Background: an optimization exercise with open tools, aiming at small area. Do not read the settings as production practice.
The RTL was checked by simulation tests, not by an equivalence proof against the original design.

==> inputs of try-quartz <==
==> flow/design.v <==
`default_nettype none
package storeBufPkg;
    localparam int numCores = 16;
    localparam int numSlots = 16;
    localparam int wordsPerLine = 4;
    localparam int numRows = numSlots / wordsPerLine;
    localparam int wordWidth = 16;
    localparam int slotWidth = $clog2(numSlots);
    localparam int rowWidth = $clog2(numRows);
    localparam int lineWidth = wordsPerLine * wordWidth;
    typedef logic [wordWidth-1:0] wordT;
    typedef logic [slotWidth-1:0] slotT;
    typedef logic [rowWidth-1:0] rowT;
    typedef logic [lineWidth-1:0] lineDataT;    
    typedef struct packed {
        logic [numSlots-1:0] writeMask;         
        wordT [numSlots-1:0] words;             
    } commitT;
    typedef struct packed {
        rowT row;
        lineDataT data;
    } lineT;
endpackage
`default_nettype wire
`default_nettype none
`timescale 1ns/100ps
module handshakeSlice (
    input logic load,
    input storeBufPkg::rowT row,
    input storeBufPkg::wordT [storeBufPkg::numSlots-1:0] bank,
    input storeBufPkg::lineDataT lineData,
    output storeBufPkg::lineDataT nextData
);
    logic [storeBufPkg::numRows-1:0] rowSel;
    for (genvar r = 0; r < storeBufPkg::numRows; r++)
    begin : rowDecode
        assign rowSel[r] = load && (row == r);
    end
    for (genvar w = 0; w < storeBufPkg::wordsPerLine; w++)
    begin : word
        localparam int lsb = (storeBufPkg::wordsPerLine - 1 - w) * storeBufPkg::wordWidth;
        for (genvar b = 0; b < storeBufPkg::wordWidth; b++)
        begin : bits
            lineBit lb (
                .rowSel(rowSel),
                .bank({bank[3*storeBufPkg::wordsPerLine + w][b], bank[2*storeBufPkg::wordsPerLine + w][b],
                       bank[storeBufPkg::wordsPerLine + w][b], bank[w][b]}),
                .hold(!load),
                .q(lineData[lsb + b]),
                .next(nextData[lsb + b])
            );
        end
    end
endmodule
`default_nettype wire
`default_nettype none
`timescale 1ns/100ps
module coreDecode (
    input logic write,
    input logic en,
    input storeBufPkg::slotT addr,
    output logic [3:0] lo,
    output logic [3:0] loN,
    output logic [3:0] hi,
    output logic [3:0] hiN
);
    storeBufPkg::slotT addrN;
    logic enN;
    logic [3:0] matchN;
    for (genvar k = 0; k < storeBufPkg::slotWidth; k++)
    begin : bits
        cellInv inv (.a(addr[k]), .y(addrN[k]));
    end
    cellNand2 enable (.a(write), .b(en), .y(enN));
    for (genvar j = 0; j < 4; j++)
    begin : half
        cellNand2 loMatch (
            .a(j[0] ? addr[0] : addrN[0]), .b(j[1] ? addr[1] : addrN[1]), .y(matchN[j])
        );
        cellNor2 loHit (.a(enN), .b(matchN[j]), .y(lo[j]));
        cellInv loInv (.a(lo[j]), .y(loN[j]));
        cellNor2 hiHit (
            .a(j[0] ? addrN[2] : addr[2]), .b(j[1] ? addrN[3] : addr[3]), .y(hi[j])
        );
        cellNand2 hiMiss (
            .a(j[0] ? addr[2] : addrN[2]), .b(j[1] ? addr[3] : addrN[3]), .y(hiN[j])
        );
    end
endmodule
module slotSelect (
    input logic rstN,
    input logic [storeBufPkg::numCores-1:0] lo,
    input logic [storeBufPkg::numCores-1:0] loN,
    input logic [storeBufPkg::numCores-1:0] hi,
    input logic [storeBufPkg::numCores-1:0] hiN,
    output logic [storeBufPkg::numCores-1:0] sel,
    output logic keep
);
    logic [storeBufPkg::numCores:0] free;
    assign free[storeBufPkg::numCores] = rstN;
    for (genvar c = storeBufPkg::numCores - 1; c >= 0; c--)
    begin : core
        cellAnd3 win (.a(lo[c]), .b(hi[c]), .c(free[c+1]), .y(sel[c]));
        cellO21a pass (.a1(loN[c]), .a2(hiN[c]), .b1(free[c+1]), .y(free[c]));
    end
    assign keep = free[0];
endmodule
module storeMerge (
    input logic rstN,
    input logic [storeBufPkg::numCores-1:0] coreEn,
    input storeBufPkg::slotT [storeBufPkg::numCores-1:0] coreAddr,
    input logic [storeBufPkg::numCores-1:0] coreMemWr,
    output logic [storeBufPkg::numSlots-1:0][storeBufPkg::numCores-1:0] sel,
    output logic [storeBufPkg::numSlots-1:0] keep
);
    logic write;
    logic [3:0][storeBufPkg::numCores-1:0] lo;
    logic [3:0][storeBufPkg::numCores-1:0] loN;
    logic [3:0][storeBufPkg::numCores-1:0] hi;
    logic [3:0][storeBufPkg::numCores-1:0] hiN;
    assign write = rstN && (&coreMemWr);
    for (genvar c = 0; c < storeBufPkg::numCores; c++)
    begin : core
        logic [3:0] cLo, cLoN, cHi, cHiN;
        coreDecode dec (
            .write(write), .en(coreEn[c]), .addr(coreAddr[c]),
            .lo(cLo), .loN(cLoN), .hi(cHi), .hiN(cHiN)
        );
        for (genvar j = 0; j < 4; j++)
        begin : half
            assign lo[j][c] = cLo[j];
            assign loN[j][c] = cLoN[j];
            assign hi[j][c] = cHi[j];
            assign hiN[j][c] = cHiN[j];
        end
    end
    for (genvar s = 0; s < storeBufPkg::numSlots; s++)
    begin : slot
        slotSelect select (
            .rstN(rstN),
            .lo(lo[s % 4]), .loN(loN[s % 4]),
            .hi(hi[s / 4]), .hiN(hiN[s / 4]),
            .sel(sel[s]), .keep(keep[s])
        );
    end
endmodule
`default_nettype wire
`default_nettype none
`timescale 1ns/100ps
module cellA222oi (
    input logic a1,
    input logic a2,
    input logic b1,
    input logic b2,
    input logic c1,
    input logic c2,
    output logic y
);
    assign y = !((a1 && a2) || (b1 && b2) || (c1 && c2));
endmodule
module cellNand2 (
    input logic a,
    input logic b,
    output logic y
);
    assign y = !(a && b);
endmodule
module cellInv (
    input logic a,
    output logic y
);
    assign y = !a;
endmodule
module cellNor2 (
    input logic a,
    input logic b,
    output logic y
);
    assign y = !(a || b);
endmodule
module cellNand3 (
    input logic a,
    input logic b,
    input logic c,
    output logic y
);
    assign y = !(a && b && c);
endmodule
module cellNand4 (
    input logic a,
    input logic b,
    input logic c,
    input logic d,
    output logic y
);
    assign y = !(a && b && c && d);
endmodule
module cellAnd4 (
    input logic a,
    input logic b,
    input logic c,
    input logic d,
    output logic y
);
    assign y = a && b && c && d;
endmodule
module cellAnd3 (
    input logic a,
    input logic b,
    input logic c,
    output logic y
);
    assign y = a && b && c;
endmodule
module cellO21a (
    input logic a1,
    input logic a2,
    input logic b1,
    output logic y
);
    assign y = (a1 || a2) && b1;
endmodule
module cellTail (
    input logic a,
    input logic b,
    input logic c,
    input logic s1,
    input logic s2,
    input logic k1,
    input logic k2,
    output logic y
);
    assign y = !(a && b && c && !((s1 && s2) || (k1 && k2)));
endmodule
module bankBit (
    input logic [storeBufPkg::numCores-1:0] sel,
    input logic [storeBufPkg::numCores-1:0] data,
    input logic keep,
    input logic q,
    output logic next
);
    logic [4:0] termN;
    logic low;
    for (genvar k = 0; k < 5; k++)
    begin : group
        cellA222oi xp (
            .a1(sel[3*k]), .a2(data[3*k]),
            .b1(sel[3*k+1]), .b2(data[3*k+1]),
            .c1(sel[3*k+2]), .c2(data[3*k+2]),
            .y(termN[k])
        );
    end
    cellAnd3 lowPart (.a(termN[0]), .b(termN[1]), .c(termN[2]), .y(low));
    cellTail out (
        .a(low), .b(termN[3]), .c(termN[4]),
        .s1(sel[15]), .s2(data[15]), .k1(keep), .k2(q),
        .y(next)
    );
endmodule
module lineBit (
    input logic [storeBufPkg::numRows-1:0] rowSel,
    input logic [storeBufPkg::numRows-1:0] bank,
    input logic hold,
    input logic q,
    output logic next
);
    assign next = (|(rowSel & bank)) || (hold && q);
endmodule
`default_nettype wire
`default_nettype none
`timescale 1ns/100ps
module storeBufTop (
    input logic clk,
    input logic rstN,
    input logic [storeBufPkg::numCores-1:0] coreEn,
    input logic [storeBufPkg::numCores*storeBufPkg::slotWidth-1:0] coreAddr,
    input logic [storeBufPkg::numCores*storeBufPkg::wordWidth-1:0] coreData,
    input logic [storeBufPkg::numCores-1:0] coreMemWr,
    input logic flushValid,
    output logic flushReady,
    input storeBufPkg::rowT flushRow,
    output logic lineValid,
    input logic lineReady,
    output storeBufPkg::rowT lineRow,
    output storeBufPkg::lineDataT lineData
);
    logic [storeBufPkg::numSlots-1:0][storeBufPkg::numCores-1:0] sel;
    logic [storeBufPkg::numSlots-1:0] keep;
    storeBufPkg::wordT [storeBufPkg::numSlots-1:0] bank;
    storeBufPkg::wordT [storeBufPkg::numSlots-1:0] nextBank;
    logic load;
    storeBufPkg::lineDataT nextLine;
    storeMerge merge (
        .rstN(rstN),
        .coreEn(coreEn),
        .coreAddr(coreAddr),
        .coreMemWr(coreMemWr),
        .sel(sel),
        .keep(keep)
    );
    for (genvar s = 0; s < storeBufPkg::numSlots; s++)
    begin : slot
        for (genvar b = 0; b < storeBufPkg::wordWidth; b++)
        begin : bits
            logic [storeBufPkg::numCores-1:0] data;
            for (genvar c = 0; c < storeBufPkg::numCores; c++)
            begin : core
                assign data[c] = coreData[c * storeBufPkg::wordWidth + b];
            end
            bankBit bb (
                .sel(sel[s]),
                .data(data),
                .keep(keep[s]),
                .q(bank[s][b]),
                .next(nextBank[s][b])
            );
        end
    end
    always_ff @(posedge clk)
    begin
        bank <= nextBank;
    end
    assign flushReady = !lineValid || lineReady;
    assign load = flushValid && flushReady;
    handshakeSlice lineLoad (
        .load(load),
        .row(flushRow),
        .bank(bank),
        .lineData(lineData),
        .nextData(nextLine)
    );
    always_ff @(posedge clk)
    begin
        if (!rstN)
        begin
            lineValid <= 1'b0;
        end
        else if (flushReady)
        begin
            lineValid <= flushValid;
        end
        if (load)
        begin
            lineRow <= flushRow;
        end
        lineData <= nextLine;
    end
endmodule
`default_nettype wire
==> flow/run.sh <==
#!/bin/bash
# synth_recipe.tcl (not shown) runs the flow's synth.tcl, then flattens the netlist and writes it again
# the make line also repeats each setting of config.mk as NAME=value (left out here)
make -C /OpenROAD-flow-scripts/flow DESIGN_CONFIG=/design/flow/config.mk WORK_HOME=/design/flow/orfs CLKGATE_MAP_FILE= SYNTH_SCRIPT=/design/flow/synth_recipe.tcl finish
==> flow/config.mk <==
export PLATFORM = sky130hd
export DESIGN_NAME = storeBufTop
export DESIGN_NICKNAME = storeBufTop
export VERILOG_FILES = /design/flow/design.v
export SDC_FILE = /design/flow/constraint.sdc
export NUM_CORES = 4
export LEC_CHECK = 0
export CAP_MARGIN = 10
export CORE_MARGIN = 2
export CORE_UTILIZATION = 40
export GPL_TIMING_DRIVEN = 0
export PLACE_DENSITY = 0.5
export SLEW_MARGIN = 10
export SYNTH_HIERARCHICAL = 1
==> flow/constraint.sdc <==
create_clock -name core_clock -period 8.0 [get_ports {clk}]
set_input_delay 1.6000 -clock core_clock [delete_from_list [all_inputs] [get_ports {clk}]]
set_output_delay 1.6000 -clock core_clock [all_outputs]
set_load 0.01 [all_outputs]
==> try-tundra: changes against try-quartz <==
==> flow/design.v, changed modules only <==
module coreDecode (
    input logic write,
    input logic en,
    input storeBufPkg::slotT addr,
    output logic [3:0] lo,
    output logic [3:0] loN,
    output logic [3:0] hi,
    output logic [3:0] hiN
);
    for (genvar j = 0; j < 4; j++)
    begin : half
        assign lo[j] = write && en && (addr[1:0] == j);
        assign loN[j] = !lo[j];
        assign hi[j] = (addr[3:2] == j);
        assign hiN[j] = !hi[j];
    end
endmodule
module bankBit (
    input logic [storeBufPkg::numCores-1:0] sel,
    input logic [storeBufPkg::numCores-1:0] data,
    input logic keep,
    input logic q,
    output logic next
);
    logic [6:0] termN;
    logic low;
    for (genvar k = 0; k < 5; k++)
    begin : group
        cellA222oi xp (
            .a1(sel[3*k]), .a2(data[3*k]),
            .b1(sel[3*k+1]), .b2(data[3*k+1]),
            .c1(sel[3*k+2]), .c2(data[3*k+2]),
            .y(termN[k])
        );
    end
    cellNand2 last (.a(sel[15]), .b(data[15]), .y(termN[5]));
    cellNand2 hold (.a(keep), .b(q), .y(termN[6]));
    cellAnd4 lowPart (.a(termN[0]), .b(termN[1]), .c(termN[2]), .d(termN[3]), .y(low));
    cellNand4 out (.a(low), .b(termN[4]), .c(termN[5]), .d(termN[6]), .y(next));
endmodule
module lineBit (
    input logic [storeBufPkg::numRows-1:0] rowSel,
    input logic [storeBufPkg::numRows-1:0] bank,
    input logic hold,
    input logic q,
    output logic next
);
    logic [2:0] termN;
    cellA222oi xp (
        .a1(rowSel[0]), .a2(bank[0]),
        .b1(rowSel[1]), .b2(bank[1]),
        .c1(rowSel[2]), .c2(bank[2]),
        .y(termN[0])
    );
    cellNand2 last (.a(rowSel[3]), .b(bank[3]), .y(termN[1]));
    cellNand2 keep (.a(hold), .b(q), .y(termN[2]));
    cellNand3 out (.a(termN[0]), .b(termN[1]), .c(termN[2]), .y(next));
endmodule
// module cellInv removed
// module cellNor2 removed
// module cellTail removed
Settings changed: CAP_MARGIN 10 to 40, CORE_UTILIZATION 40 to 12, GPL_TIMING_DRIVEN 0 to default, PLACE_DENSITY 0.5 to 0.2, SLEW_MARGIN 10 to 40.
==> results.toml <==
[placed_design]
place.gp.congestion = 0.973
dp_hpwl_um = 316000
pre_cts_ws_ps = 673

[floorplan]
die_w_um = 521

[global_route]
use_met3_pct = 13.9

[synthesis]
synth_nets = 4024
synth_area_leaders = "a222oi_1 (42%), dfxtp_1 (20%), nand2_1 (7.7%)"

[outcome]
status = "timing/DRC/antenna clean"
Source of the figures above: try-tundra

==> results.toml <==
[outcome]
status = "stopped before the end"
error = "[ERROR GRT-0116] Global routing finished with congestion. Check the congestion regions in the DRC Viewer."
lastStage = "global routing (5_1_grt)"

[placed_design]
pre_cts_ws_ps = 220
place.gp.congestion = 1.17

[global_route]
use_met3_pct = 87.4
Source of the figures above: try-quartz

[separate check: timing with driven ports]
The results above use ideal ports. As a check the final layout listed here was re-extracted and re-timed, cells and wires unchanged.
Step 1, drivers: a clkbuf_16 drives clk and a buf_2 each remaining input, both assumed.
Step 2 also shifts input and output timing later by t, the mid clock arrival at the registers, as if the neighbouring blocks saw the same clock.
Three values: ideal ports, drivers, drivers and shift; two values: the first two.
run: try-tundra
t (ns): 0.819
setup WS [ns]: 1.205 / 1.276 / 0.457
slew at the worst register clock pin (ns): 0.07 / 0.07
After both steps try-tundra still meets setup and hold. For try-tundra, drivers alone change the setup slack by +0.071 ns; drivers and shift together by -0.748 ns.
